This design comes from an exercise in tuning for small area, a short achievable clock period and few clock cycles on the open sky130 flow, not from production work.
In this exercise RTL edits were held to simulation tests only and were not proved equivalent to the original.
Power is estimated from default activity; no workload was simulated.

`flow/constraint.sdc`:
```
create_clock -name core_clock -period 10.0 [get_ports {clk}]
set_input_delay 2.0000 -clock core_clock [delete_from_list [all_inputs] [get_ports {clk}]]
set_output_delay 2.0000 -clock core_clock [all_outputs]
set_load 0.01 [all_outputs]
```
`flow/run.sh`:
```
#!/bin/bash
# synth_recipe.tcl (not shown) runs the flow's synth.tcl, then flattens the netlist and writes it again
# the make line also repeats each setting of config.mk as NAME=value (left out here)
make -C /OpenROAD-flow-scripts/flow DESIGN_CONFIG=/design/flow/config.mk WORK_HOME=/design/flow/orfs CLKGATE_MAP_FILE= SYNTH_SCRIPT=/design/flow/synth_recipe.tcl finish
```
`flow/design.v`:
```
package exec_pkg;
  typedef logic [7:0] op_t;
  localparam op_t IS_ADD    = 8'h00;
  localparam op_t IS_SUB    = 8'h01;
  localparam op_t IS_AND    = 8'h02;
  localparam op_t IS_OR     = 8'h03;
  localparam op_t IS_XOR    = 8'h04;
  localparam op_t IS_SLL    = 8'h05;
  localparam op_t IS_SRL    = 8'h06;
  localparam op_t IS_SRA    = 8'h07;
  localparam op_t IS_SLT    = 8'h08;
  localparam op_t IS_SLTU   = 8'h09;
  localparam op_t IS_ADDI   = 8'h10;
  localparam op_t IS_ANDI   = 8'h11;
  localparam op_t IS_ORI    = 8'h12;
  localparam op_t IS_XORI   = 8'h13;
  localparam op_t IS_SLLI   = 8'h14;
  localparam op_t IS_SRLI   = 8'h15;
  localparam op_t IS_SRAI   = 8'h16;
  localparam op_t IS_SLTI   = 8'h17;
  localparam op_t IS_SLTIU  = 8'h18;
  localparam op_t IS_LUI    = 8'h20;
  localparam op_t IS_AUIPC  = 8'h21;
  localparam op_t IS_JAL    = 8'h22;
  localparam op_t IS_JALR   = 8'h23;
  localparam op_t IS_LOAD   = 8'h24;
  localparam op_t IS_BEQ    = 8'h30;
  localparam op_t IS_BNE    = 8'h31;
  localparam op_t IS_BLT    = 8'h32;
  localparam op_t IS_BGE    = 8'h33;
  localparam op_t IS_BLTU   = 8'h34;
  localparam op_t IS_BGEU   = 8'h35;
  localparam op_t IS_MUL    = 8'h40;
  localparam op_t IS_MULH   = 8'h41;
  localparam op_t IS_MULHSU = 8'h42;
  localparam op_t IS_MULHU  = 8'h43;
  localparam op_t IS_DIV    = 8'h44;
  localparam op_t IS_DIVU   = 8'h45;
  localparam op_t IS_REM    = 8'h46;
  localparam op_t IS_REMU   = 8'h47;
  typedef enum logic [1:0] {StIdle, StBusy, StDone} state_e;
endpackage
module exec_lzc32 (
  input  logic [31:0] x,
  output logic [5:0]  lz
);
  always_comb begin
    lz = 6'd32;
    for (int i = 0; i < 32; i++) begin
      if (x[i]) lz = 6'(31 - i);
    end
  end
endmodule
module exec_add #(
  parameter int unsigned W = 32
) (
  input  logic [W-1:0] a,
  input  logic [W-1:0] b,
  input  logic         cin,
  output logic [W-1:0] sum,
  output logic         cout
);
  localparam int unsigned L = $clog2(W);
  logic [W-1:0] p, g;
  logic [W-1:0] gl [0:L];
  logic [W-1:0] pl [0:L];
  always_comb begin
    p = a ^ b;
    g = a & b;
    gl[0] = g;
    pl[0] = p;
    gl[0][0] = g[0] | (p[0] & cin);
    for (int l = 0; l < int'(L); l++) begin
      for (int i = 0; i < int'(W); i++) begin
        if (((i >> l) & 1) == 1) begin
          gl[l+1][i] = gl[l][i] | (pl[l][i] & gl[l][((i >> l) << l) - 1]);
          pl[l+1][i] = pl[l][i] & pl[l][((i >> l) << l) - 1];
        end else begin
          gl[l+1][i] = gl[l][i];
          pl[l+1][i] = pl[l][i];
        end
      end
    end
    sum[0] = p[0] ^ cin;
    for (int i = 1; i < int'(W); i++) sum[i] = p[i] ^ gl[L][i-1];
    cout = gl[L][W-1];
  end
endmodule
module exec_unit_mc #(
  parameter int unsigned WIDTH            = 32,
  parameter int unsigned INSTR_TYPE_WIDTH = 8,
  parameter int unsigned MUL_STEP         = 2,
  parameter int unsigned TAG_WIDTH        = 5
) (
  input  logic                        clk,
  input  logic                        reset,
  input  logic                        flush,
  input  logic                        in_valid,
  output logic                        in_ready,
  input  logic [INSTR_TYPE_WIDTH-1:0] instr_type,
  input  logic [WIDTH-1:0]            pc,
  input  logic [WIDTH-1:0]            rs1,
  input  logic [WIDTH-1:0]            rs2,
  input  logic [WIDTH-1:0]            imm,
  input  logic [TAG_WIDTH-1:0]        in_tag,
  output logic                        out_valid,
  input  logic                        out_ready,
  output logic [WIDTH-1:0]            result,
  output logic                        is_taken,
  output logic [TAG_WIDTH-1:0]        out_tag
);
  logic n_addsub, n_sub, n_immb, n_jalr, n_and, n_or, n_xor, n_sll, n_srl, n_sra;
  logic n_slt, n_sltu, n_lui, n_tgt, n_jmp, n_br, n_mul, n_mhi, n_msa, n_msb;
  logic n_div, n_rem, n_dsg;
  always_comb begin
    n_addsub = 1'b0; n_sub = 1'b0; n_immb = 1'b0; n_jalr = 1'b0;
    n_and = 1'b0; n_or = 1'b0; n_xor = 1'b0; n_sll = 1'b0; n_srl = 1'b0; n_sra = 1'b0;
    n_slt = 1'b0; n_sltu = 1'b0; n_lui = 1'b0; n_tgt = 1'b0; n_jmp = 1'b0; n_br = 1'b0;
    n_mul = 1'b0; n_mhi = 1'b0; n_msa = 1'b0; n_msb = 1'b0;
    n_div = 1'b0; n_rem = 1'b0; n_dsg = 1'b0;
    case (instr_type)
      exec_pkg::IS_ADD:    n_addsub = 1'b1;
      exec_pkg::IS_SUB:    begin n_addsub = 1'b1; n_sub = 1'b1; end
      exec_pkg::IS_AND:    n_and = 1'b1;
      exec_pkg::IS_OR:     n_or = 1'b1;
      exec_pkg::IS_XOR:    n_xor = 1'b1;
      exec_pkg::IS_SLL:    n_sll = 1'b1;
      exec_pkg::IS_SRL:    n_srl = 1'b1;
      exec_pkg::IS_SRA:    n_sra = 1'b1;
      exec_pkg::IS_SLT:    begin n_slt = 1'b1; n_sub = 1'b1; end
      exec_pkg::IS_SLTU:   begin n_sltu = 1'b1; n_sub = 1'b1; end
      exec_pkg::IS_ADDI:   begin n_addsub = 1'b1; n_immb = 1'b1; end
      exec_pkg::IS_ANDI:   begin n_and = 1'b1; n_immb = 1'b1; end
      exec_pkg::IS_ORI:    begin n_or = 1'b1; n_immb = 1'b1; end
      exec_pkg::IS_XORI:   begin n_xor = 1'b1; n_immb = 1'b1; end
      exec_pkg::IS_SLLI:   begin n_sll = 1'b1; n_immb = 1'b1; end
      exec_pkg::IS_SRLI:   begin n_srl = 1'b1; n_immb = 1'b1; end
      exec_pkg::IS_SRAI:   begin n_sra = 1'b1; n_immb = 1'b1; end
      exec_pkg::IS_SLTI:   begin n_slt = 1'b1; n_sub = 1'b1; n_immb = 1'b1; end
      exec_pkg::IS_SLTIU:  begin n_sltu = 1'b1; n_sub = 1'b1; n_immb = 1'b1; end
      exec_pkg::IS_LUI:    n_lui = 1'b1;
      exec_pkg::IS_AUIPC:  n_tgt = 1'b1;
      exec_pkg::IS_JAL:    begin n_tgt = 1'b1; n_jmp = 1'b1; end
      exec_pkg::IS_JALR:   begin n_addsub = 1'b1; n_immb = 1'b1; n_jalr = 1'b1; n_jmp = 1'b1; end
      exec_pkg::IS_LOAD:   begin n_addsub = 1'b1; n_immb = 1'b1; end
      exec_pkg::IS_BEQ, exec_pkg::IS_BNE, exec_pkg::IS_BLT, exec_pkg::IS_BGE,
      exec_pkg::IS_BLTU, exec_pkg::IS_BGEU: begin n_tgt = 1'b1; n_br = 1'b1; n_sub = 1'b1; end
      exec_pkg::IS_MUL:    begin n_mul = 1'b1; n_msa = 1'b1; n_msb = 1'b1; end
      exec_pkg::IS_MULH:   begin n_mul = 1'b1; n_mhi = 1'b1; n_msa = 1'b1; n_msb = 1'b1; end
      exec_pkg::IS_MULHSU: begin n_mul = 1'b1; n_mhi = 1'b1; n_msa = 1'b1; end
      exec_pkg::IS_MULHU:  begin n_mul = 1'b1; n_mhi = 1'b1; end
      exec_pkg::IS_DIV:    begin n_div = 1'b1; n_dsg = 1'b1; end
      exec_pkg::IS_DIVU:   n_div = 1'b1;
      exec_pkg::IS_REM:    begin n_div = 1'b1; n_rem = 1'b1; n_dsg = 1'b1; end
      exec_pkg::IS_REMU:   begin n_div = 1'b1; n_rem = 1'b1; end
      default: ;
    endcase
  end
  logic        s_exe;     
  logic        s_mit;     
  logic        s_mfin;    
  logic        s_d0;      
  logic        s_d1;      
  logic        s_dit;     
  logic        s_dfin;    
  logic        s_dtriv;   
  logic        v_q, last_q, kv_q, ov_q;
  logic [31:0] x_q, y_q, z_q;
  logic [33:0] h_q;
  logic [4:0]  tag_q, cnt_q, sh_q;
  logic        yp_q, mfst_q, m9_q, m9l_q, dneg_q, dz_q;
  logic [2:0]  bc_q;
  logic        c_bz, c_za, c_sub, c_mz;   
  logic        f_addsub, f_immb, f_jalr, f_and, f_or, f_xor, f_sll, f_srl, f_sra;
  logic        f_slt, f_sltu, f_lui, f_tgt, f_jmp, f_br, f_mul, f_mhi, f_msa, f_msb;
  logic        f_rem, f_dsg;
  logic [31:0] ores_q, kres_q;
  logic        otk_q, ktk_q;
  logic [4:0]  otag_q, ktag_q;
  assign in_ready = (!v_q || last_q) && !kv_q;
  logic        sa, sb, alu_cout;
  logic [31:0] aop, bop, bx, alu_sum, xr;
  assign sa       = f_dsg && x_q[31];
  assign sb       = f_dsg && y_q[31];
  assign bop      = c_bz ? z_q : y_q;
  assign aop      = c_za ? 32'd0 : x_q;
  assign bx       = bop ^ {32{c_sub}};
  exec_add #(.W(32)) u_alu (.a(aop), .b(bx), .cin(c_sub), .sum(alu_sum), .cout(alu_cout));
  assign xr       = x_q ^ bop;
  logic lt_s, lt_u, eq, br_cond;
  assign lt_u = !alu_cout;
  assign lt_s = (x_q[31] ^ bop[31]) ? x_q[31] : alu_sum[31];
  assign eq   = (xr == 32'd0);
  always_comb begin
    case (bc_q)
      3'd0:    br_cond = eq;
      3'd1:    br_cond = !eq;
      3'd2:    br_cond = lt_s;
      3'd3:    br_cond = !lt_s;
      3'd4:    br_cond = lt_u;
      default: br_cond = !lt_u;
    endcase
  end
  logic [3:0]  ydig;
  logic        one0, two0, neg0, one1, two1, neg1, m_ext;
  logic [31:0] mop;
  logic [34:0] a35, mag0, mag1, pp0, pp1;
  logic [37:0] am, p0x, p1x, csa_s, csa_c, mp_sum;
  logic        mp_co;
  assign ydig  = m9l_q ? 4'b0000 : y_q[3:0];
  assign mop   = c_mz ? z_q : x_q;
  assign m_ext = ((f_mul && f_msa) || f_dsg) && x_q[31];
  assign a35   = {{3{m_ext}}, mop};
  always_comb begin
    one0 = 1'b0; two0 = 1'b0; neg0 = 1'b0; one1 = 1'b0; two1 = 1'b0; neg1 = 1'b0;
    if (s_mit) begin
      one0 = ydig[0] ^ yp_q;
      two0 = (ydig[1] && !ydig[0] && !yp_q) || (!ydig[1] && ydig[0] && yp_q);
      neg0 = ydig[1];
      one1 = ydig[2] ^ ydig[1];
      two1 = (ydig[3] && !ydig[2] && !ydig[1]) || (!ydig[3] && ydig[2] && ydig[1]);
      neg1 = ydig[3];
    end else begin
      one0 = 1'b1;
      neg0 = (s_d0 && sa) || (s_dfin && dneg_q);
    end
  end
  assign mag0   = one0 ? a35 : (two0 ? {a35[33:0], 1'b0} : 35'd0);
  assign mag1   = one1 ? a35 : (two1 ? {a35[33:0], 1'b0} : 35'd0);
  assign pp0    = mag0 ^ {35{neg0}};
  assign pp1    = mag1 ^ {35{neg1}};
  assign am     = ((s_mit && !mfst_q) || (s_exe && f_tgt)) ? {{4{h_q[33]}}, h_q} : 38'd0;
  assign p0x    = {{3{pp0[34]}}, pp0};
  assign p1x    = {pp1[34], pp1, neg1, neg1};
  assign csa_s  = am ^ p0x ^ p1x;
  assign csa_c  = {((am[36:0] & p0x[36:0]) | (am[36:0] & p1x[36:0]) | (p0x[36:0] & p1x[36:0])), neg0};
  exec_add #(.W(38)) u_mpa (.a(csa_s), .b(csa_c), .cin(neg1), .sum(mp_sum), .cout(mp_co));
  logic [5:0] lzx, lzy;
  logic       sy, px, py;
  logic [31:0] vx, vy;
  assign sy = ((f_mul && f_msb) || f_dsg) && y_q[31];
  assign vx = x_q ^ {32{sa}};
  assign vy = y_q ^ {32{sy}};
  exec_lzc32 u_lzx (.x(vx), .lz(lzx));
  exec_lzc32 u_lzy (.x(vy), .lz(lzy));
  assign px = sa && (((vx >> 1) & ~vx) == 32'd0);
  assign py = sb && (((vy >> 1) & ~vy) == 32'd0);
  logic [3:0] mc;
  logic [5:0] mc_t;
  assign mc_t = 6'd36 - lzy;
  assign mc   = mc_t[5:2];   
  logic [6:0] dk;
  logic       dzero, dtriv;
  assign dk    = {1'b0, lzy} - {1'b0, lzx} + {6'd0, px} - {6'd0, py};
  assign dzero = (y_q == 32'd0);
  assign dtriv = dzero || dk[6];
  logic [31:0] fu, fv, xrev, fun, funrev;
  logic [4:0]  fs;
  logic [63:0] fw, fw_sh;
  always_comb begin
    for (int i = 0; i < 32; i++) xrev[i] = x_q[31 - i];
  end
  always_comb begin
    fu = 32'd0;
    fv = 32'd0;
    if (s_mfin) begin
      if (f_mhi && !m9_q) begin
        fu = {{30{h_q[33]}}, h_q[33:32]};
        fv = h_q[31:0];
      end else begin
        fu = h_q[31:0];
        fv = y_q;
      end
    end else begin
      fu = {32{f_sra && x_q[31]}};
      fv = (f_sll || s_d1) ? xrev : x_q;
    end
  end
  assign fs    = s_exe ? bop[4:0] : sh_q;
  assign fw    = {fu, fv};
  assign fw_sh = fw >> fs;
  assign fun   = fw_sh[31:0];
  always_comb begin
    for (int i = 0; i < 32; i++) funrev[i] = fun[31 - i];
  end
  logic [31:0] res;
  logic        res_tk;
  always_comb begin
    res = 32'd0;
    if (s_exe) begin
      if (f_addsub) res = res | {alu_sum[31:1], alu_sum[0] && !f_jalr};
      if (f_and)    res = res | (x_q & bop);
      if (f_or)     res = res | (x_q | bop);
      if (f_xor)    res = res | xr;
      if (f_slt)    res = res | {31'd0, lt_s};
      if (f_sltu)   res = res | {31'd0, lt_u};
      if (f_lui)    res = res | z_q;
      if (f_tgt)    res = res | mp_sum[31:0];
      if (f_srl || f_sra) res = res | fun;
      if (f_sll)    res = res | funrev;
    end
    if (s_mfin)  res = res | fun;
    if (s_dfin)  res = res | (f_rem ? mp_sum[31:0] : alu_sum);
    if (s_dtriv) res = res | (f_rem ? h_q[31:0] : {32{dz_q}});
  end
  assign res_tk = s_exe && (f_jmp || (f_br && br_cond));
  logic push, hold;
  assign push = v_q && last_q && !kv_q;
  assign hold = ov_q && !out_ready;
  always_ff @(posedge clk) begin
    if (reset) begin
      v_q    <= 1'b0;
      last_q <= 1'b0;
      ov_q   <= 1'b0;
      kv_q   <= 1'b0;
    end else if (flush) begin
      v_q    <= 1'b0;
      ov_q   <= 1'b0;
      kv_q   <= 1'b0;
    end else begin
      if (in_ready) begin
        v_q    <= in_valid;
        last_q <= !(n_mul || n_div);
      end else if (v_q) begin
        if (s_mit)      last_q <= mfst_q ? (mc == 4'd1) : (cnt_q == 5'd1);
        else if (s_d0)  last_q <= dtriv;
        else if (s_dit) last_q <= (cnt_q == 5'd0);
      end
      ov_q <= hold || kv_q || push;
      kv_q <= kv_q ? !out_ready : (hold && push);
    end
  end
  always_ff @(posedge clk) begin
    if (in_ready) begin
      x_q     <= rs1;
      y_q     <= rs2;
      h_q     <= {2'b00, pc};
      z_q     <= imm;
      tag_q   <= in_tag;
      s_exe   <= !(n_mul || n_div);
      s_mit   <= n_mul;
      s_mfin  <= 1'b0;
      s_d0    <= n_div;
      s_d1    <= 1'b0;
      s_dit   <= 1'b0;
      s_dfin  <= 1'b0;
      s_dtriv <= 1'b0;
      mfst_q  <= 1'b1;
      m9l_q   <= 1'b0;
      yp_q    <= 1'b0;
      bc_q    <= instr_type[2:0];
      c_bz    <= n_immb;
      c_za    <= n_div;
      c_sub   <= n_div ? (n_dsg && rs2[31]) : n_sub;
      c_mz    <= n_tgt;
      f_addsub <= n_addsub; f_immb <= n_immb; f_jalr <= n_jalr;
      f_and <= n_and; f_or <= n_or; f_xor <= n_xor;
      f_sll <= n_sll; f_srl <= n_srl; f_sra <= n_sra;
      f_slt <= n_slt; f_sltu <= n_sltu; f_lui <= n_lui; f_tgt <= n_tgt; f_jmp <= n_jmp;
      f_br <= n_br; f_mul <= n_mul; f_mhi <= n_mhi; f_msa <= n_msa; f_msb <= n_msb;
      f_rem <= n_rem; f_dsg <= n_dsg;
    end else if (v_q) begin
      if (s_mit) begin
        h_q    <= mp_sum[37:4];
        y_q    <= {mp_sum[3:0], y_q[31:4]};
        yp_q   <= y_q[3];
        mfst_q <= 1'b0;
        m9l_q  <= !mfst_q && m9_q && (cnt_q == 5'd2);
        if (mfst_q) begin
          cnt_q <= {1'b0, mc - 4'd1};
          m9_q  <= (mc == 4'd9);
          sh_q  <= (mc == 4'd9) ? 5'd28 : {3'(4'd8 - mc), 2'b00};
          if (mc == 4'd1) begin s_mit <= 1'b0; s_mfin <= 1'b1; end
        end else begin
          cnt_q <= cnt_q - 5'd1;
          if (cnt_q == 5'd1) begin s_mit <= 1'b0; s_mfin <= 1'b1; end
        end
      end
      if (s_d0) begin
        x_q    <= alu_sum;           
        z_q    <= mp_sum[31:0];      
        h_q    <= {2'b00, x_q};      
        cnt_q  <= dk[4:0];
        sh_q   <= dk[4:0];
        dneg_q <= f_rem ? sa : (sa ^ sb);
        dz_q   <= dzero;
        s_d0   <= 1'b0;
        s_d1   <= !dtriv;
        s_dtriv <= dtriv;
      end
      if (s_d1) begin
        x_q   <= z_q;                
        z_q   <= funrev;             
        y_q   <= 32'd0;
        s_d1  <= 1'b0;
        s_dit <= 1'b1;
        c_bz  <= 1'b1;
        c_za  <= 1'b0;
        c_sub <= 1'b1;
      end
      if (s_dit) begin
        if (alu_cout) x_q <= alu_sum;
        z_q   <= {1'b0, z_q[31:1]};
        y_q   <= {y_q[30:0], alu_cout};
        cnt_q <= cnt_q - 5'd1;
        if (cnt_q == 5'd0) begin
          s_dit  <= 1'b0;
          s_dfin <= 1'b1;
          c_bz   <= 1'b0;
          c_za   <= 1'b1;
          c_sub  <= dneg_q;
        end
      end
    end
  end
  always_ff @(posedge clk) begin
    if (!kv_q) begin
      kres_q <= res;
      ktk_q  <= res_tk;
      ktag_q <= tag_q;
    end
    if (!hold) begin
      ores_q <= kv_q ? kres_q : res;
      otk_q  <= kv_q ? ktk_q : res_tk;
      otag_q <= kv_q ? ktag_q : tag_q;
    end
  end
  assign out_valid = ov_q;
  assign result    = ores_q;
  assign is_taken  = otk_q;
  assign out_tag   = otag_q;
endmodule
```
`flow/config.mk`:
```
export PLATFORM = sky130hd
export DESIGN_NAME = exec_unit_mc
export DESIGN_NICKNAME = exec_unit_mc
export VERILOG_FILES = /design/flow/design.v
export SDC_FILE = /design/flow/constraint.sdc
export NUM_CORES = 4
export LEC_CHECK = 0
export CAP_MARGIN = 20
export CORE_MARGIN = 2
export CORE_UTILIZATION = 40
export SETUP_SLACK_MARGIN = 5
export SLEW_MARGIN = 20
```
==> impl_results.md, run 1 <==
* Status: timing/DRC/antenna clean
* Die area at between 70,000 and 80,000 um2
* Vias in the first global route at 30,162
* Most common cell after layout, fill and taps aside: nand2_1
* Critical path launch point: s_mit
* R2r setup slk at between 4 and 5 ns
* Crit path max fanout at 7
* Wire length of the first global-routing pass at roughly 240 mm
* Htree depth at 2
* Num CTS Buffers at 37
* Largest family of logic cells by synthesized area: compound AO/OA/AOI/OAI gates
* GP Congestion at between 1 and 1.5
* CTS sink count at approximately 270
* Count of final setup violators at 0
* Synth Area in Compound Gates at 24.1%
* Post-synth EDFFs at 213
* Static leakage at 15.3 nW
* Critical Path RT at 10.34 ns
* Hold_sp: kres_q[13]
* Setup tns final at 0 ns
* Port Buffer Count at 185
* Least-Margin Pin Slew at 1.16 ns
* Wirelength per Cell at 35.4 um
* DR pass1 iterations at 6
* FP Rows at 99
* Antenna-violating nets left at 0
* Core Area at 72,800 um2
* Multi-input logic area at 22,100 um2
* Proportion of layout cells with a drive suffix above 1 at between 10% and 20%
* CTS Buffer Depth at 3
* Design Area, Final at 37,500 um2
* Seq/Total Area, Yosys at around a quarter
* Die extent in x at around 280 um
* P_sw at about 0.0025 W
* Syn avg cell area at roughly 8 um2
* Critical path capture point type: flop
* Power per cell area at roughly 150 nW/um2
* Combinational share of power at between 40% and 50%
* CTS clk-pin slew, worst paths at 0.06 ns
* Gr ovfl total at 0
* Area growth from synthesis to layout at 27.7%
* Headroom to the max-slew limit at 22.3%
* Via density per instance at between 6 and 7
* Syn Nets at 4,026
* Post-Synth Adder-Cell Area at between 10 and 15%
* Drt drc at 0
* Overall routing resource usage at around 45%
* RSZ-0062 raised after global routing: true
* Setup CP Type: reg -> reg
* WP data arrival at 5.99 ns
* Commonest non-fill, non-tap cells in the layout: nand2_1, buf_4, nor2_1
* Power Internal at around 0.0031 W
* Initial Util at 40.4%
* R2r startpoint: s_mit
* R2r endpoint: ores_q[29]
* Initial antenna violation count at 22
* Clock Latency Late Sink at 0.62 ns
* Mapped Cells at 3,675
* Routed WL at 173 mm
* Max cap viols at 0
* Drt initial violations at between 4,000 and 5,000
* Final period utilization at 56.6%
* Die height at 275 um
* Async set or reset register ratio after synthesis at 0%
* Final Skew at 0.0434 ns
* Via count at about 33,000
* CTS tree: done
* Peak Freq at about 180 MHz
* Filler cell count at 7,019
* Nets at 4,242
* Hpwl dp at 127 mm
* Final hold vios at 0
* Post-synthesis xor/xnor area fraction at 5.01%
* Max-slew violations at 0
* I/O pin cnt at roughly 190
* Startpoint types: flop
* Post-synthesis cell type count at 86
* CTS Hold Bufs at 0
* Post-layout minimum cycle time at 5.66 ns
* Clock power share at roughly a quarter
* Cell Area, Placed at 32,300 um2
* Register share of total power at 28.0%
* Synth Register Bits at 265
* Multiplexer share of the synthesized area at 11.9%
* VDD IR-drop max at 0.132 mV
* Yosys warnings at 8
* Worst hold path type: reg -> reg
* Largest net degree at the start of global routing at 99
* Critical Path Sink: ores_q[29]
* Main synth FF type: edfxtp_1
* Synthesized area at 29,400 um2
* Cells on worst reg2reg path at 25
* Simple-gate area share of the yosys netlist at 17.1%
* Switching part of the total at 44.2%
* Storage cell area at 7450 um2
* CTS root buffer: clkbuf_16
-- stage by stage --
step	instances	worst slack [ns]	total power [W]	hold WS [ns]	utilization [%]
2_1_floorplan	3675	4.73	0.00266	0.418	-
3_3_place_gp	4628	3.60	0.00372	0.438	44.4
3_5_place_dp	4628	3.48	0.00371	0.446	44.4
5_1_grt	4881	4.20	0.00573	0.476	51.5
4_1_cts	4821	4.48	0.00532	0.455	49.5
6_report	4884	4.34	0.00560	0.452	51.5
-- area by class of cell --
class / count / area share, %
timing repair buffer: 503 / 13.0
clock inverter: 20 / 0.573
tap: 959 / 3.20
multi-input combinational: 2913 / 58.8
antenna: 5 / 0.0333
inverter: 171 / 1.80
sequential: 265 / 19.9
clock buffer: 48 / 2.74
-- power by group through the flow --
stage / logic, W / clock network (W) / registers [W]
2_1_floorplan: 0.00122 / 0 / 0.00145
3_3_place_gp: 0.00214 / 0 / 0.00158
3_5_place_dp: 0.00213 / 0 / 0.00158
4_1_cts: 0.00236 / 0.00141 / 0.00155
5_1_grt: 0.00273 / 0.00144 / 0.00156
6_report: 0.00263 / 0.00140 / 0.00157
-- flip-flops by register name, summed over array words and instances (netlist names), 5 cells and up --
| register | flops |
|---|---|
| cnt_q | 5 |
| h_q | 34 |
| tag_q | 5 |
| sh_q | 5 |
| ores_q | 32 |
| x_q | 32 |
| z_q | 32 |
| kres_q | 32 |
| y_q | 32 |
| ktag_q | 5 |
| otag_q | 5 |
-- kinds of logic (layout without fill, tap and decap cells) --
group | after synthesis | in the layout
xor gates and xnor gates | 168 | 168
adders and majority gates | 205 | 205
AOI/OAI and AO/OA | 1090 | 1091
other | 0 | 5
buffers and inverters | 498 | 742
and+or+nand+nor | 1141 | 1141
DFF | 265 | 265
muxes | 308 | 308
-- what timing repair did --
action                                  in CTS  in global routing
endpoints found under the setup margin     167                140
pin swaps                                  112                 91
gates cloned                                10                  2
setup buffers                              115                 55
gates resized for setup                    282                210
-- cell usage after synthesis (21+ instances only) --
| library cell | n | area (um2) |
|---|---|---|
| buf_1 | 36 | 135 |
| fa_1 | 50 | 1000 |
| a311oi_1 | 24 | 210 |
| nor2_1 | 265 | 995 |
| o22ai_1 | 66 | 413 |
| o21a_1 | 21 | 158 |
| xor2_1 | 91 | 797 |
| o21ai_0 | 278 | 1390 |
| ha_1 | 155 | 1940 |
| a22oi_1 | 33 | 248 |
| edfxtp_1 | 213 | 6400 |
| nand2b_1 | 21 | 131 |
| nor4_1 | 27 | 169 |
| nand2_1 | 514 | 1930 |
| and3_1 | 34 | 213 |
| a211oi_1 | 33 | 248 |
| a221o_1 | 25 | 250 |
| dfxtp_1 | 52 | 1040 |
| nand3_1 | 71 | 355 |
| a21o_1 | 31 | 233 |
| clkbuf_1 | 259 | 972 |
| mux2i_1 | 250 | 2500 |
| or3_1 | 24 | 150 |
| a31oi_1 | 46 | 288 |
| inv_1 | 166 | 623 |
| a21oi_1 | 270 | 1350 |
| mux2_2 | 27 | 304 |
| xnor2_1 | 77 | 674 |
| nor3_1 | 89 | 445 |
| o211ai_1 | 36 | 270 |
| and2_1 | 41 | 257 |
| a221oi_1 | 54 | 473 |
| mux4_2 | 30 | 676 |
-- worst min path at each step --
stage,to,cells past startpoint
floorplan,kres_q[14],2
global placement,kres_q[31],1
detailed placement,kres_q[13],2
CTS,kres_q[13],2
global route,kres_q[27],2
finish,kres_q[13],2
-- critical path: stages (launching register included) --
cell and delay (ns):
edfxtp_1 0.47, clkinvlp_4 0.23, or3_4 0.49, buf_12 0.18, mux2i_4 0.19, nand2_4 0.07
xor2_2 0.15, fa_1 0.54, ha_4 0.30, nand4_1 0.13, nor2_2 0.19, o41ai_4 0.09
buf_4 0.16, a221oi_4 0.30, buf_6 0.16, o211ai_1 0.13, a211oi_2 0.24, buf_4 0.19
buf_6 0.11, a31oi_4 0.08, xor2_1 0.14, buf_4 0.16, o221ai_2 0.09, o21bai_4 0.20
a221oi_2 0.29, nor2_1 0.09
-- layer usage --
layer	GRT usage [%]	up-vias	share of wire [%]
met1	56.9	15792	38
li1	-	13906	-
met4	30.6	18	8.9
met2	64.3	2308	41
met3	13.9	609	12
met5	0	-	0.065
Testbench counts, summed over its fixed seeds: cycles 12,208.
==> run 2, diff against run 1 <==
--- a/flow/design.v
+++ b/flow/design.v
@@ -169,5 +169,5 @@
   logic [33:0] h_q;
   logic [4:0]  tag_q, cnt_q, sh_q;
-  logic        yp_q, mfst_q, m9_q, m9l_q, dneg_q, dz_q;
+  logic        yp_q, mfst_q, m9_q, m9l_q, dneg_q, dz_q, qdir_q;
   logic [2:0]  bc_q;
   logic        c_bz, c_za, c_sub, c_mz;   
@@ -255,9 +255,10 @@
   assign dzero = (y_q == 32'd0);
   assign dtriv = dzero || dk[6];
-  logic [31:0] fu, fv, xrev, fun, funrev;
+  logic [31:0] fu, fv, xrev, zrev, fun, funrev;
   logic [4:0]  fs;
   logic [63:0] fw, fw_sh;
   always_comb begin
     for (int i = 0; i < 32; i++) xrev[i] = x_q[31 - i];
+    for (int i = 0; i < 32; i++) zrev[i] = z_q[31 - i];
   end
   always_comb begin
@@ -274,5 +275,5 @@
     end else begin
       fu = {32{f_sra && x_q[31]}};
-      fv = (f_sll || s_d1) ? xrev : x_q;
+      fv = s_d1 ? zrev : (f_sll ? xrev : x_q);
     end
   end
@@ -302,4 +303,5 @@
     if (s_mfin)  res = res | fun;
     if (s_dfin)  res = res | (f_rem ? mp_sum[31:0] : alu_sum);
+    if (s_dit)   res = res | {y_q[30:0], alu_cout};
     if (s_dtriv) res = res | (f_rem ? h_q[31:0] : {32{dz_q}});
   end
@@ -322,8 +324,8 @@
         v_q    <= in_valid;
         last_q <= !(n_mul || n_div);
-      end else if (v_q) begin
+      end else if (v_q && !last_q) begin
         if (s_mit)      last_q <= mfst_q ? (mc == 4'd1) : (cnt_q == 5'd1);
-        else if (s_d0)  last_q <= dtriv;
-        else if (s_dit) last_q <= (cnt_q == 5'd0);
+        else if (s_d0)  last_q <= dtriv || (dk[4:0] == 5'd0 && !f_rem && !(sa ^ sb));
+        else if (s_dit) last_q <= qdir_q ? (cnt_q == 5'd1) : (cnt_q == 5'd0);
       end
       ov_q <= hold || kv_q || push;
@@ -360,5 +362,5 @@
       f_br <= n_br; f_mul <= n_mul; f_mhi <= n_mhi; f_msa <= n_msa; f_msb <= n_msb;
       f_rem <= n_rem; f_dsg <= n_dsg;
-    end else if (v_q) begin
+    end else if (v_q && !last_q) begin
       if (s_mit) begin
         h_q    <= mp_sum[37:4];
@@ -378,19 +380,25 @@
       end
       if (s_d0) begin
-        x_q    <= alu_sum;           
-        z_q    <= mp_sum[31:0];      
+        x_q    <= mp_sum[31:0];      
+        z_q    <= alu_sum;           
         h_q    <= {2'b00, x_q};      
+        y_q    <= 32'd0;
         cnt_q  <= dk[4:0];
         sh_q   <= dk[4:0];
         dneg_q <= f_rem ? sa : (sa ^ sb);
+        qdir_q <= !f_rem && !(sa ^ sb);
         dz_q   <= dzero;
         s_d0   <= 1'b0;
-        s_d1   <= !dtriv;
+        s_d1   <= !dtriv && (dk[4:0] != 5'd0);
+        s_dit  <= !dtriv && (dk[4:0] == 5'd0);
         s_dtriv <= dtriv;
+        if (!dtriv && dk[4:0] == 5'd0) begin
+          c_bz  <= 1'b1;
+          c_za  <= 1'b0;
+          c_sub <= 1'b1;
+        end
       end
       if (s_d1) begin
-        x_q   <= z_q;                
         z_q   <= funrev;             
-        y_q   <= 32'd0;
         s_d1  <= 1'b0;
         s_dit <= 1'b1;
@@ -406,5 +414,5 @@
         if (cnt_q == 5'd0) begin
           s_dit  <= 1'b0;
-          s_dfin <= 1'b1;
+          s_dfin <= !qdir_q;
           c_bz   <= 1'b0;
           c_za   <= 1'b1;
--- a/flow/config.mk
+++ b/flow/config.mk
@@ -6,7 +6,7 @@
 export NUM_CORES = 4
 export LEC_CHECK = 0
-export CAP_MARGIN = 20
+export CAP_MARGIN = 30
 export CORE_MARGIN = 2
 export CORE_UTILIZATION = 40
 export SETUP_SLACK_MARGIN = 5
-export SLEW_MARGIN = 20
+export SLEW_MARGIN = 30
==> run 2 against run 1 <==
Compared with the run above:
- clock-buffer cell count shrank 1
- setup slack improved by 0.14 ns
- still clean on timing, DRC and antenna
- clock skew fell by 0.019 ns
- synthesized area up 2.5%
- critical path type unchanged
- first-iteration DRC count up 24%
- sequential power about the same
- utilization shrank 0.39 points
==> impl_results.md, run 2 <==
* Setup tns final at 0 ns (unchanged)
* Clock power share at 22.1% (-2.9 points)
* P_sw at 0.00259 W (+4.7%)
* Combinational share of power at 50.4% (+3.4 points)
* Mapped Cells at 3,694 (+0.52%)
* Overall routing resource usage at 42.2% (-2.4 points)
* Final Skew at 0.0247 ns (-0.0187 ns)
* CTS Hold Bufs at 0 (unchanged)
* Count of final setup violators at 0 (unchanged)
* Initial antenna violation count at 9 (-59%)
* Wire length of the first global-routing pass at 234 mm (-1.3%)
* FP Rows at 100 (+1.0%)
* Routed WL at 170 mm (-1.8%)
* Die extent in x at 279 um (+1.2%)
* Core Area at 74,600 um2 (+2.4%)
* Critical Path RT at 10.45 ns (+0.11 ns)
* Worst hold path type: reg -> reg
* Gr ovfl total at 0 (unchanged)
* GP Congestion at 1.09 (+2.5%)
* Main synth FF type: edfxtp_1
* Most frequent cell after synthesis: nand2_1
* Seq/Total Area, Yosys at 24.8% (-0.53 points)
* Hpwl dp at 121 mm (-4.4%)
* Synth Register Bits at 266 (+0.38%)
* CTS Buffer Depth at 3 (unchanged)
* CTS root buffer: clkbuf_16
* Peak Freq at 181 MHz (+2.5%)
* CTS clk-pin slew, worst paths at 0.06 ns (about the same)
* Hold Path Depth at 2 (unchanged)
* Area growth from synthesis to layout at 26.5%
* RSZ-0062 raised after global routing: true
* Htree depth at 2 (unchanged)
* Most frequent cells after synthesis: nand2_1, nor2_1, o21ai_0
* CTS sink count at 266 (+0.38%)
* R2r setup slk at 4.48 ns (+0.14 ns)
* Yosys warnings at 8 (unchanged)
* R2r endpoint: last_q
* Antenna-violating nets left at 0 (unchanged)
* Initial Util at 40.4% (+0.063 points)
* Most common cell after layout, fill and taps aside: nand2_1
* Hold Path Sink: kres_q[12]
* Final hold vios at 0 (unchanged)
* Clock Latency Late Sink at 0.58 ns (-0.04 ns)
* Wirelength per Cell at 34.7 um (-1.9%)
* Headroom to the max-slew limit at 19.3% (-3.0 points)
* Max incr delay on CP at 0.94 ns (+0.40 ns)
* Nets at 4,235 (-0.17%)
* Least-Margin Pin Slew at 1.18 ns (+0.0199 ns)
* Crit-path cells: inv_1 -> nor3_1 -> o22ai_1 -> a221oi_2 -> o22ai_1 -> a22o_1 -> o21ai_0 -> a31oi_1 -> a21oi_2 -> fa_2 -> ha_4 -> a21o_1 -> a21oi_2 -> o21bai_1 -> a21oi_1 -> xnor2_1 -> nor2_2 -> nand2_1 -> a221oi_2 -> nor4_1 -> o22a_1
* Hold_sp: kres_q[12]
* Die area at 77,600 um2 (+2.5%)
* Drt initial violations at 5,103 (+24%)
* Max cap viols at 0 (unchanged)
* Drt drc at 0 (unchanged)
* Post-synth EDFFs at 214 (+0.47%)
* Static leakage at 15.2 nW (-1.0%)
* Critical path launch point: x_q[13]
* Power Internal at 0.00316 W (+1.2%)
* Post-synthesis cell type count at 83 (-3.5%)
* Die height at 279 um (+1.2%)
* Cells on worst reg2reg path at 21 (-16%)
* I/O pin cnt at 186 (unchanged)
* Register share of total power at 27.5% (-0.5 points)
* Post-layout minimum cycle time at 5.52 ns (-0.138 ns)
* Max reg flops at 34 (unchanged)
* DR pass1 iterations at 6 (unchanged)
* Largest net degree at the start of global routing at 86 (-13%)
* Post-placement cell count at 4,641 (+0.28%)
* Post-Layout Cell Count at 4,886 (+0.041%)
* Critical path capture point type: flop
* Async set or reset register ratio after synthesis at 0% (unchanged)
* Port Buffer Count at 185 (unchanged)
* R2r startpoint: x_q[13]
* Crit path max fanout at 13 (+6)
* Dominant cell type by area after synthesis: edfxtp_1
* Num CTS Buffers at 35 (-5.4%)
* Switching part of the total at 45.0% (+0.83 points)
* Proportion of layout cells with a drive suffix above 1 at 19.8% (+0.79 points)
* Max-slew violations at 0 (unchanged)
* Syn Nets at 4,045 (+0.47%)
* WP data arrival at 5.97 ns (-0.02 ns)
* Synth top area cells: edfxtp_1, mux2i_1, ha_1
* VDD IR-drop max at 0.142 mV (+7.7%)
* Vias in the first global route at 30,795 (+2.1%)
* Commonest non-fill, non-tap cells in the layout: nand2_1, nor2_1, o21ai_0
* Final period utilization at 55.2% (-1.4 points)
* Slowest cell on the critical path: edfxtp_1
* Status: timing/DRC/antenna clean
* Startpoint types: flop
* Synthesized area at 30,100 um2 (+2.5%)
* Syn avg cell area at 8.16 um2 (+2.0%)
* Setup CP Type: reg -> reg
* CTS tree: done
* Yosys top cell area share at 21.3% (-0.44 points)
* Power per cell area at 151 nW/um2 (+1.2%)
* Via count at 33,411 (+2.4%)
* Via density per instance at 6.84 (+2.3%)
* Largest Register: h_q
## run 2: changes by cell type after synthesis, moves of 29 or more
cell	change
o211ai_1	+37
xnor2_1	+57
nor2_1	+65
a21oi_1	-61
nand2_1	-125
mux2_2	+40
xor2_1	-58
a22oi_1	+36
a211oi_1	+29
nor3_1	-32
## run 2: cells by family (layout without fill, tap and decap cells)
group	Yosys count	in the layout	synth area share [%]
adder cells (fa/ha/maj)	205	205	9.75
AO/OA/AOI/OAI	1151	1152	25.6
XOR/XNOR	167	167	4.85
flip-flops	266	266	24.8
other	0	6	0
AND/OR/NAND/NOR	1068	1071	15.7
buffers and inverters	502	715	6.57
multiplexers	335	335	12.8
## run 2: worst max-delay path by stage
stage,endpoint,slack [ns]
global placement,ores_q[17],3.27
detailed placement,ores_q[17],3.25
global route,h_q[29],4.39
floorplan,h_q[29],4.98
finish,last_q,4.48
CTS,h_q[29],4.72
## run 2: critical path: cells and delay by family (launching register included)
kind,cells,cell delay [ns]
AO/OA/AOI/OAI,13,2.60
flip-flops,1,0.94
adder cells (fa/ha/maj),2,0.69
AND/OR/NAND/NOR,4,0.68
buffers and inverters,1,0.41
XOR/XNOR,1,0.09
## run 2: power groups by stage
stage / clock, W / combinational [W] / sequential, W
4_1_cts: 0.00128 / 0.00256 / 0.00156
2_1_floorplan: 0 / 0.00138 / 0.00147
3_5_place_dp: 0 / 0.00231 / 0.00161
3_3_place_gp: 0 / 0.00231 / 0.00161
5_1_grt: 0.00132 / 0.00299 / 0.00157
6_report: 0.00127 / 0.00290 / 0.00158
## run 2: per-layer routing
| layer | share of wire, % | GRT usage, % | up-vias |
|---|---|---|---|
| met5 | 0.028 | 0 | - |
| met4 | 9.9 | 30.6 | 8 |
| met3 | 13 | 14.1 | 742 |
| met2 | 40 | 60.6 | 2533 |
| met1 | 37 | 52.7 | 16070 |
| li1 | - | - | 14058 |
## run 2: cell type report
class                   count  area (um2)
repair buffers            472        4570
clock buffers              47         962
flip-flops and latches    266        7480
inverters                 179         686
diodes                      6        15.0
multi-input cells        2930       23100
fillers                  7124       36400
well taps                 969        1210
clock inverters            17         145
## run 2: metrics by stage
stage / instance area (um2) / utilization [%] / hold WS [ns] / power [W] / setup slack, ns
floorplan: 30400 / - / 0.418 / 0.00285 / 4.98
global placement: 33000 / 44.3 / 0.438 / 0.00392 / 3.27
detailed placement: 33000 / 44.3 / 0.441 / 0.00392 / 3.25
CTS: 36600 / 49.0 / 0.455 / 0.00540 / 4.72
global route: 38100 / 51.1 / 0.477 / 0.00588 / 4.39
finish: 38100 / 51.1 / 0.451 / 0.00575 / 4.48
## run 2: repair_timing
item,in CTS,in global routing
resized for setup,254,213
buffers inserted,114,49
endpoints found under the setup margin,163,146
pin swaps,104,99
cloned,9,2
Testbench counts of run 2, summed over its fixed seeds: cycles 11,963.

## re-timing with driven ports
How much do the figures lean on ideal ports? The routed layouts below were timed once more, with nothing changed but the port constraints. Step 1 sets driving cells, clkbuf_16 on the clock port and buf_2 on the other inputs (assumed; they add their load-dependent delay and slew). Step 2 adds t to the input delays and takes it off the output delays; t is the mean of the earliest and latest rising clock arrival at the registers after step 1. Input paths then give back, and output paths get back, about the clock's delay inside the block. Three values: no drivers, after step 1, after step 2; two values: the first two.
run	t (ns)	slack for setup (ns)	clock arrival spread, ns	slew at the worst register clock pin (ns)	cell pins on the clock port's net
run 1	0.676	4.345 / 4.345 / 4.345	0.044 / 0.044	0.07 / 0.07	1
run 2	0.635	4.483 / 4.483 / 4.483	0.024 / 0.024	0.07 / 0.07	1
After both steps setup and hold are still met in every run listed.
